Source: an optimization exercise on an open RTL-to-GDS flow (aim: small area). Production flows keep margins and buffers that such runs may drop. Only simulation tests tie the RTL to the original design; equivalence was not proved. No activity file was given, so power comes from the tool's default toggle rates.

<file path="flow/config.mk">
export PLATFORM = sky130hd
export DESIGN_NAME = tlb_controller
export DESIGN_NICKNAME = tlb_controller
export VERILOG_FILES = /design/flow/design.v
export SDC_FILE = /design/flow/constraint.sdc
export NUM_CORES = 4
export LEC_CHECK = 0
export CAP_MARGIN = 20
export CELL_PAD_IN_SITES_DETAIL_PLACEMENT = 1
export CELL_PAD_IN_SITES_GLOBAL_PLACEMENT = 1
export CORE_MARGIN = 2
export CORE_UTILIZATION = 50
export SETUP_SLACK_MARGIN = 0.2
export SLEW_MARGIN = 20
export SYNTH_HIERARCHICAL = 1
</file>
<file path="flow/constraint.sdc">
create_clock -name core_clock -period 8.0 [get_ports {clock}]
set_input_delay 1.6000 -clock core_clock [delete_from_list [all_inputs] [get_ports {clock}]]
set_output_delay 1.6000 -clock core_clock [all_outputs]
set_load 0.01 [all_outputs]
</file>
<file path="flow/design.v">
package tlb_pkg;
  localparam int TLB_ENTRY_COUNT = 32;
  localparam int TLB_INDEX_W     = 5;
  localparam int TLB_KEY_W       = 20;
  localparam int TLB_VALUE_W     = 22;
  localparam logic [TLB_INDEX_W-1:0] TLB_RANDOM_MIN = 5'd4;
  localparam logic [TLB_INDEX_W-1:0] TLB_RANDOM_MAX = 5'(TLB_ENTRY_COUNT - 1);
  localparam logic [TLB_KEY_W-1:0]   TLB_KEY_RESET  = 20'hC0000;
  localparam int TLB_V_BIT     = 0;
  localparam int TLB_W_BIT     = 1;
  localparam int TLB_FRAME_LSB = 2;
  localparam int TLB_FRAME_MSB = 21;
endpackage
module tlb_aoi222 (input logic a1, a2, b1, b2, c1, c2, output logic y);
  assign y = !((a1 & a2) | (b1 & b2) | (c1 & c2));
endmodule
module tlb_oai22 (input logic a1, a2, b1, b2, output logic y);
  assign y = !((a1 | a2) & (b1 | b2));
endmodule
module tlb_ao22 (input logic a1, a2, b1, b2, output logic y);
  assign y = (a1 & a2) | (b1 & b2);
endmodule
module tlb_nand4 (input logic a, b, c, d, output logic y);
  assign y = !(a & b & c & d);
endmodule
module tlb_nand2 (input logic a, b, output logic y);
  assign y = !(a & b);
endmodule
module tlb_nor2 (input logic a, b, output logic y);
  assign y = !(a | b);
endmodule
module tlb_nand3 (input logic a, b, c, output logic y);
  assign y = !(a & b & c);
endmodule
module tlb_and2 (input logic a, b, output logic y);
  assign y = a & b;
endmodule
module tlb_or4 (input logic a, b, c, d, output logic y);
  assign y = a | b | c | d;
endmodule
module tlb_or3 (input logic a, b, c, output logic y);
  assign y = a | b | c;
endmodule
module tlb_key_cmp
#(
  parameter bit FAST = 1'b0    
)
(
  input  logic [tlb_pkg::TLB_KEY_W-1:0] key_n,
  input  logic [tlb_pkg::TLB_KEY_W-1:0] page,
  output logic                          match
);
  logic [5:0] ok_one;     
  logic [9:0] bad_zero;   
  for (genvar g = 0; g < 6; g++) begin : g_one
    tlb_aoi222 u_aoi (
      .a1(key_n[3*g]),   .a2(page[3*g]),
      .b1(key_n[3*g+1]), .b2(page[3*g+1]),
      .c1(key_n[3*g+2]), .c2(page[3*g+2]),
      .y (ok_one[g])
    );
  end
  for (genvar g = 0; g < 10; g++) begin : g_zero
    tlb_oai22 u_oai (
      .a1(key_n[2*g]),   .a2(page[2*g]),
      .b1(key_n[2*g+1]), .b2(page[2*g+1]),
      .y (bad_zero[g])
    );
  end
  if (FAST) begin : g_fast
    tlb_match_reduce_fast u_red (
      .ok    (ok_one),
      .bad   (bad_zero),
      .k18   (key_n[18]), .p18  (page[18]),
      .k19   (key_n[19]), .p19  (page[19]),
      .match (match)
    );
  end else begin : g_small
    tlb_match_reduce u_red (
      .ok    (ok_one),
      .bad   (bad_zero),
      .k18   (key_n[18]), .p18  (page[18]),
      .k19   (key_n[19]), .p19  (page[19]),
      .match (match)
    );
  end
endmodule
module tlb_match_reduce
(
  input  logic [5:0] ok,
  input  logic [9:0] bad,
  input  logic       k18, p18, k19, p19,
  output logic       match
);
  logic s1, s2, s3, s4, v, w, x;
  tlb_nand4 u_s1 (.a(ok[0]),  .b(ok[1]),  .c(ok[2]), .d(ok[3]), .y(s1));
  tlb_or4   u_s2 (.a(bad[0]), .b(bad[1]), .c(bad[2]), .d(bad[3]), .y(s2));
  tlb_or4   u_s3 (.a(bad[4]), .b(bad[5]), .c(bad[6]), .d(bad[7]), .y(s3));
  tlb_or4   u_s4 (.a(bad[8]), .b(bad[9]), .c(s1), .d(s2), .y(s4));
  tlb_nand2 u_v  (.a(ok[4]),  .b(ok[5]),  .y(v));
  tlb_or3   u_w  (.a(s3), .b(s4), .c(v), .y(w));
  tlb_ao22  u_x  (.a1(k18), .a2(p18), .b1(k19), .b2(p19), .y(x));
  tlb_nor2  u_m  (.a(w), .b(x), .y(match));
endmodule
module tlb_match_reduce_fast
(
  input  logic [5:0] ok,
  input  logic [9:0] bad,
  input  logic       k18, p18, k19, p19,
  output logic       match
);
  logic [4:0] y;
  logic       b1, b2, b3, b4, c1, c2;
  for (genvar j = 0; j < 5; j++) begin : g_pair
    tlb_nor2 u_y (.a(bad[2*j]), .b(bad[2*j+1]), .y(y[j]));
  end
  tlb_nand4 u_b1 (.a(ok[0]), .b(ok[1]), .c(ok[2]), .d(ok[3]), .y(b1));
  tlb_nand4 u_b2 (.a(ok[4]), .b(ok[5]), .c(y[0]),  .d(y[1]),  .y(b2));
  tlb_nand3 u_b3 (.a(y[2]),  .b(y[3]),  .c(y[4]),  .y(b3));
  tlb_ao22  u_b4 (.a1(k18), .a2(p18), .b1(k19), .b2(p19), .y(b4));
  tlb_nor2  u_c1 (.a(b1), .b(b2), .y(c1));
  tlb_nor2  u_c2 (.a(b3), .b(b4), .y(c2));
  tlb_and2  u_m  (.a(c1), .b(c2), .y(match));
endmodule
module tlb_key_matcher
#(
  parameter bit FAST = 1'b0
)
(
  input  logic [tlb_pkg::TLB_ENTRY_COUNT*tlb_pkg::TLB_KEY_W-1:0] keys_n,   
  input  logic [tlb_pkg::TLB_KEY_W-1:0]   page,
  output logic                   hit,
  output logic [tlb_pkg::TLB_INDEX_W-1:0] index
);
  localparam int N  = tlb_pkg::TLB_ENTRY_COUNT;
  localparam int KW = tlb_pkg::TLB_KEY_W;
  logic [N-1:0]  match;
  for (genvar i = 0; i < N; i++) begin : g_cmp
    tlb_key_cmp #(.FAST(FAST)) u_cmp (
      .key_n (keys_n[i*KW +: KW]),
      .page  (page),
      .match (match[i])
    );
  end
  tlb_prio u_prio (.match(match), .hit(hit), .index(index));
endmodule
module tlb_prio
(
  input  logic [tlb_pkg::TLB_ENTRY_COUNT-1:0] match,
  output logic                   hit,
  output logic [tlb_pkg::TLB_INDEX_W-1:0] index
);
  assign hit = |match;
  always_comb begin
    index = '0;
    for (int i = tlb_pkg::TLB_ENTRY_COUNT - 1; i >= 0; i--)
      if (match[i]) index = tlb_pkg::TLB_INDEX_W'(i);
  end
endmodule
module tlb_read_bit
(
  input  logic [tlb_pkg::TLB_ENTRY_COUNT-1:0] sel,
  input  logic [tlb_pkg::TLB_ENTRY_COUNT-1:0] bits,
  output logic                                q_n
);
  logic [9:0] none;    
  for (genvar g = 0; g < 10; g++) begin : g_aoi
    tlb_aoi222 u_aoi (
      .a1(sel[3*g]),   .a2(bits[3*g]),
      .b1(sel[3*g+1]), .b2(bits[3*g+1]),
      .c1(sel[3*g+2]), .c2(bits[3*g+2]),
      .y (none[g])
    );
  end
  tlb_read_reduce u_red (
    .none (none),
    .s30  (sel[30]), .b30 (bits[30]),
    .s31  (sel[31]), .b31 (bits[31]),
    .q_n  (q_n)
  );
endmodule
module tlb_read_reduce
(
  input  logic [9:0] none,
  input  logic       s30, b30, s31, b31,
  output logic       q_n
);
  logic r1, r2, r3, r, x;
  tlb_nand4 u_r1 (.a(none[0]), .b(none[1]), .c(none[2]), .d(none[3]), .y(r1));
  tlb_nand4 u_r2 (.a(none[4]), .b(none[5]), .c(none[6]), .d(none[7]), .y(r2));
  tlb_nand2 u_r3 (.a(none[8]), .b(none[9]), .y(r3));
  tlb_or3   u_r  (.a(r1), .b(r2), .c(r3), .y(r));
  tlb_ao22  u_x  (.a1(s30), .a2(b30), .b1(s31), .b2(b31), .y(x));
  tlb_nor2  u_q  (.a(r), .b(x), .y(q_n));
endmodule
module tlb_controller
(
  input  logic                   clock,
  input  logic                   reset,
  input  logic                   transRequest,
  input  logic [tlb_pkg::TLB_KEY_W-1:0]   transPage,
  output logic                   transAccept,
  output logic                   transDone,
  output logic                   transMiss,
  output logic [19:0]            transFrame,
  output logic                   transWritable,
  output logic                   transValid,
  input  logic                   cmdValid,
  input  logic [1:0]             cmdOp,
  input  logic [tlb_pkg::TLB_INDEX_W-1:0] cmdIndex,
  input  logic [tlb_pkg::TLB_KEY_W-1:0]   cmdKey,
  input  logic [tlb_pkg::TLB_VALUE_W-1:0] cmdValue,
  output logic                   cmdReady,
  output logic                   rspValid,
  output logic [tlb_pkg::TLB_INDEX_W-1:0] rspIndex,
  output logic [tlb_pkg::TLB_KEY_W-1:0]   rspKey,
  output logic [tlb_pkg::TLB_VALUE_W-1:0] rspValue,
  output logic                   rspProbeMiss,
  output logic [tlb_pkg::TLB_INDEX_W-1:0] randomIndex,
  output logic [tlb_pkg::TLB_INDEX_W-1:0] vmIndex1,
  input  logic [tlb_pkg::TLB_VALUE_W-1:0] vmReadData1,
  output logic [tlb_pkg::TLB_INDEX_W-1:0] vmIndex2,
  input  logic [tlb_pkg::TLB_VALUE_W-1:0] vmReadData2,
  output logic [tlb_pkg::TLB_VALUE_W-1:0] vmWriteData2,
  output logic                   vmWriteEnable2
);
  localparam int N  = tlb_pkg::TLB_ENTRY_COUNT;
  localparam int KW = tlb_pkg::TLB_KEY_W;
  localparam int IW = tlb_pkg::TLB_INDEX_W;
  logic              busy;
  logic [N*KW-1:0]   keys_n;    
  logic [N*KW-1:0]   keys_n_d;
  logic [IW-1:0]     random_q;
  logic              trans_done_q, trans_miss_q;
  logic [IW-1:0]     rsp_index_q;
  logic              rsp_miss_q;
  logic              trans_hit, probe_hit;
  logic [IW-1:0]     trans_index, probe_index;
  logic              write_commit;
  logic [IW-1:0]     cmd_index;    
  logic [KW-1:0]     wkey_n;
  logic [N-1:0]      we, rsel;
  assign write_commit = !busy && cmdValid && cmdOp[1];
  assign cmd_index    = (cmdOp[1] && cmdOp[0]) ? random_q : cmdIndex;
  tlb_key_matcher #(.FAST(1'b1)) u_trans_match (
    .keys_n (keys_n),
    .page  (transPage),
    .hit   (trans_hit),
    .index (trans_index)
  );
  tlb_key_matcher u_probe_match (
    .keys_n (keys_n),
    .page  (cmdKey),
    .hit   (probe_hit),
    .index (probe_index)
  );
  assign wkey_n = reset ? ~tlb_pkg::TLB_KEY_RESET : ~cmdKey;
  always_comb begin
    for (int i = 0; i < N; i++) begin
      we[i]   = reset || (write_commit && (cmd_index == IW'(i)));
      rsel[i] = (rsp_index_q == IW'(i));
    end
  end
  for (genvar i = 0; i < N; i++) begin : g_entry
    for (genvar b = 0; b < KW; b++) begin : g_bit
      tlb_ao22 u_hold (
        .a1 (keys_n[i*KW + b]),
        .a2 (!we[i]),
        .b1 (wkey_n[b]),
        .b2 (we[i]),
        .y  (keys_n_d[i*KW + b])
      );
    end
  end
  for (genvar b = 0; b < KW; b++) begin : g_rbit
    logic [N-1:0] col;
    for (genvar i = 0; i < N; i++) begin : g_col
      assign col[i] = keys_n[i*KW + b];
    end
    tlb_read_bit u_rbit (
      .sel  (rsel),
      .bits (col),
      .q_n  (rspKey[b])
    );
  end
  always_ff @(posedge clock) begin
    keys_n       <= keys_n_d;
    busy         <= !reset && !busy && cmdValid;
    trans_done_q <= !reset && transAccept;
    trans_miss_q <= !trans_hit;
    rsp_index_q  <= (cmdOp == 2'd0) ? probe_index : cmd_index;
    rsp_miss_q   <= (cmdOp == 2'd0) && !probe_hit;
    if (reset || random_q == tlb_pkg::TLB_RANDOM_MIN) random_q <= tlb_pkg::TLB_RANDOM_MAX;
    else                                             random_q <= random_q - 5'd1;
  end
  assign cmdReady       = !busy;
  assign rspValid       = busy && !reset;
  assign rspIndex       = rsp_index_q;
  assign rspProbeMiss   = rsp_miss_q;
  assign rspValue       = vmReadData2;
  assign vmIndex2       = cmd_index;
  assign vmWriteData2   = cmdValue;
  assign vmWriteEnable2 = write_commit && !reset;
  assign transAccept    = transRequest && !write_commit;
  assign vmIndex1       = trans_index;
  assign transDone      = trans_done_q && !reset;
  assign transMiss      = trans_miss_q;
  assign transFrame     = vmReadData1[tlb_pkg::TLB_FRAME_MSB:tlb_pkg::TLB_FRAME_LSB];
  assign transWritable  = vmReadData1[tlb_pkg::TLB_W_BIT];
  assign transValid     = vmReadData1[tlb_pkg::TLB_V_BIT];
  assign randomIndex    = random_q;
endmodule
</file>
<file path="flow/flow/run.sh">
#!/bin/bash
set -euo pipefail
export BUFFER_PORTS_ARGS="-buffer_cell sky130_fd_sc_hd__buf_1"
export CTS_ARGS="-sink_clustering_enable -repair_clock_nets -sink_clustering_size 30 -sink_clustering_max_diameter 60 -buf_list sky130_fd_sc_hd__clkbuf_16 -dont_use_dummy_load"
bash standard.sh finish > standard_flow.log 2>&1
</file>
<file path="flow/standard.sh">
#!/bin/bash
# synth_recipe.tcl (not shown) runs the flow's synth.tcl, then flattens the netlist and writes it again
# the make line also repeats each setting of config.mk as NAME=value (left out here)
make -C /OpenROAD-flow-scripts/flow DESIGN_CONFIG=/design/flow/config.mk WORK_HOME=/design/flow/orfs CLKGATE_MAP_FILE= SYNTH_SCRIPT=/design/flow/synth_recipe.tcl "${@:-finish}"
</file>
==> summary.txt <==
## kinds of logic (layout without fill, tap and decap cells)
logic type               Yosys count  count (layout)  synth area share
other                              0              20                 0
flip-flops                       654             654             0.368
AND/OR/NAND/NOR                  858             858             0.126
buffers and inverters            113             324            0.0204
adder cells (fa/ha/maj)            1               1          0.000352
AO/OA/AOI/OAI                   2077            2077             0.483
XOR/XNOR                           2               2          0.000493
multiplexers                       7               7           0.00218
## per-module statistics from Yosys (local to each module, per instance), excerpt
module / times used / flip-flops and latches / cell area [um^2]
tlb_nand4: 136 / 0 / 6.26
tlb_oai22: 640 / 0 / 6.26
tlb_or4: 96 / 0 / 7.51
tlb_ao22: 724 / 0 / 8.76
tlb_prio: 2 / 0 / 385
tlb_nor2: 276 / 0 / 3.75
tlb_nand2: 52 / 0 / 3.75
tlb_aoi222: 584 / 0 / 10.0
tlb_or3: 52 / 0 / 6.26
tlb_controller: 1 / 654 / 15100
tlb_and2: 32 / 0 / 6.26
tlb_nand3: 32 / 0 / 5.00
## layout make-up
type | count | area, um^2
timing repair buffer | 253 | 1840
fill | 7802 | 30800
clock buffer | 54 | 1350
tap | 940 | 1180
multi-input combinational | 2945 | 21900
sequential | 654 | 13100
antenna | 20 | 50.0
inverter | 17 | 63.8
## where the power goes
group / internal (uW) / total (uW) / switching (uW)
Clock: 1180 / 2440 / 1260
Combinational: 788 / 2220 / 1430
Sequential: 3580 / 4300 / 722
Total: 5550 / 8960 / 3420
## registers in the layout, indices dropped and copies added, names as in the netlist
| name | cells |
|---|---|
| busy | 1 |
| keys_n | 640 |
| random_q | 5 |
| rsp_index_q | 5 |
| rsp_miss_q | 1 |
| trans_done_q | 1 |
| trans_miss_q | 1 |
## worst max path at each step
stage              startpoint           to  cells past startpoint
3_3_place_gp     transPage[6]  vmIndex1[0]                     13
6_report       rsp_index_q[2]    rspKey[4]                      8
2_1_floorplan   transPage[12]  vmIndex1[0]                      9
4_1_cts          transPage[6]  vmIndex1[0]                     13
5_1_grt          transPage[2]  vmIndex1[0]                     12
3_5_place_dp     transPage[6]  vmIndex1[0]                     13
## Yosys cell counts (17+ instances only)
library cell  number
nand2b_1          25
nand2_1           76
and2_1            37
or4_1            100
o22ai_1          640
buf_4             75
a21oi_1           23
a31oi_1           25
a222oi_1         584
nor2_1           335
dfxtp_1          654
nand3_1           35
inv_1             17
or3_1             53
nand4_1          140
a22o_1           724
a31o_2            24
## stage by stage
| step | cell area [um^2] | setup WS, ns |
|---|---|---|
| final | 39400 | 0.851 |
| after global routing | 39400 | 1.07 |
| after CTS | 39400 | 1.01 |
| after detailed placement | 38000 | 1.00 |
| after global placement | 38000 | 1.06 |
| after floorplan | 35600 | 3.23 |
## critical path: stages, from the launching register on
cell and delay (ns):
dfxtp_1 1.26, or3_1 0.37, nor2_1 0.08, buf_4 0.26
a222oi_1 1.00, nand4_1 0.74, or3_1 0.56, nor2_1 0.36
buf_1 0.24
## layer usage
metal | wire length (um) | global-route usage | vias up
li1 | - | - | 17600
met1 | 74900 | 0.695 | 22700
met2 | 84700 | 0.778 | 5794
met3 | 45900 | 0.343 | 1901
met4 | 24600 | 0.459 | 18
met5 | 435 | 0.0421 | -
==> impl_metrics.ini <==
[status]
status = timing/DRC/antenna clean

[die]
rows = 97
dieArea_um2 = 73300
core_um2 = 70300
io_pins = 230
initial_utilization = 0.506
die_height_um = 271
die-width_um = 271

[sta]
fin_skew_ns = 0.0484
max_freq_mhz = 140
layout_min_cycle_time_ns = 7.15
min_period_over_period = 0.894
hold_viol_final = 0
hold_ws_ns = 0.501
rsz0062_at_grt = no
slew_headroom = 0.0624
worstMarginPinSlew_ns = 1.40
drv_slew = 0
setup_tns_ns = 0
setup_viol = 0

[pwr]
cellPowerDensity_nw_per_um2 = 227
peakVddDrop_uv = 224
total_power_uw = 8960
p_leak_uw = 0.0145

[clock_tree]
ctsHoldBuffers = 0
clk_transition_reported_paths_ns = 0.08
cts_sinks = 654
clk_latency_ns = 0.66
cts-root-buf = clkbuf_16
postCtsSetupBuffers = 0
cts_tree = yes
cts_buffers = 54
cts.path.max_buffers = 3
cts_resized = 0
htree_levels = 2

[worst_hold_path]
whs_path_depth = 1
holdPathEnd = busy
worstHoldPathType = flop to flop
hp-start = busy

[routing]
post_drt_wl_per_cell_um = 47.2
viasPerCell = 9.83
drt_iter0_markers = 15600
drc = 0
firstDrtPassIters = 22
drt-total-wl_mm = 231
num_vias = 48000
ant_nets = 0

[placed_design]
dp_hpwl_mm = 147
place_inst = 4807
io_buffers = 97
place_congestion = 1.14

[global_routing]
grtUsageTotal = 0.593
grt_pass1_wl_mm = 323
grt_overflow = 0
grt_pass1_vias = 45200
antenna_found_initial = 20
grt_start_max_net_pins = 65

[worst_setup_path]
reg2reg_to = rsp_index_q[0]
end_kind = output port
path_class = flop to output port
regToRegSetupSlack_ns = 3.55
reg2reg_from = keys_n[582]
arrival_ns = 5.55
critPathLaunchType = flop
crit_required_ns = 6.40
reg2reg_depth = 12
crit_fanout = 20

[finish]
drive_above_1_share = 0.0856
mostFrequentLayoutCells = 724 x a22o_1, 654 x dfxtp_1, 640 x o22ai_1, 584 x a222oi_1, 329 x nor2_1
final_common_cell = a22o_1
area_delta_synth_final_pct = 10.9
finalNonFillerCells = 4883
final_core_util = 0.561
finalNetCount = 4043

[synthesis]
avgSynthCellArea_um2 = 9.58
async_reset_ff_frac = 0
netlist-cell-type-count = 57
synth.top_cell.area_share = 0.368
synth-seq-cells = 654
synth_area_um2 = 35600
synth_fp_nets = 3830
synth_warnings = 8
synth_edf_count = 0
ys.flop_type = dfxtp_1
synthTopCellsByArea = dfxtp_1 37%, a22o_1 18%, a222oi_1 16%
ys_seq_area_frac = 0.368
synth_top_area_cell = dfxtp_1
synthCells = 3712

[flow_run]
drv_cap = 0

-- afterwards: timing with drivers on the ports --
Ports are ideal in the flow. The routed layout listed here was re-timed in OpenROAD. Step 1 (the two cells are an assumption about what drives the block):
set clk [get_ports {clock}]
set_driving_cell -lib_cell sky130_fd_sc_hd__clkbuf_16 $clk
set_driving_cell -lib_cell sky130_fd_sc_hd__buf_2 [delete_from_list [all_inputs] $clk]
Step 2 adds t to the input delays and takes it off the output delays; t is the mean of the earliest and latest rising clock arrival at the registers after step 1. Input paths then give back, and output paths get back, about the clock's delay inside the block. Three values: no drivers, after step 1, after step 2; two values: the first two.
t, ns: 0.709
setup slack, ns: 0.851 / 0.780 / 0.856
worst setup path at the end: input to output
slew at the worst register clock pin (ns): 0.08 / 0.08
After both steps this run still meets setup and hold. For this run, drivers alone change the setup slack by -0.071 ns; drivers and shift together by +0.005 ns.
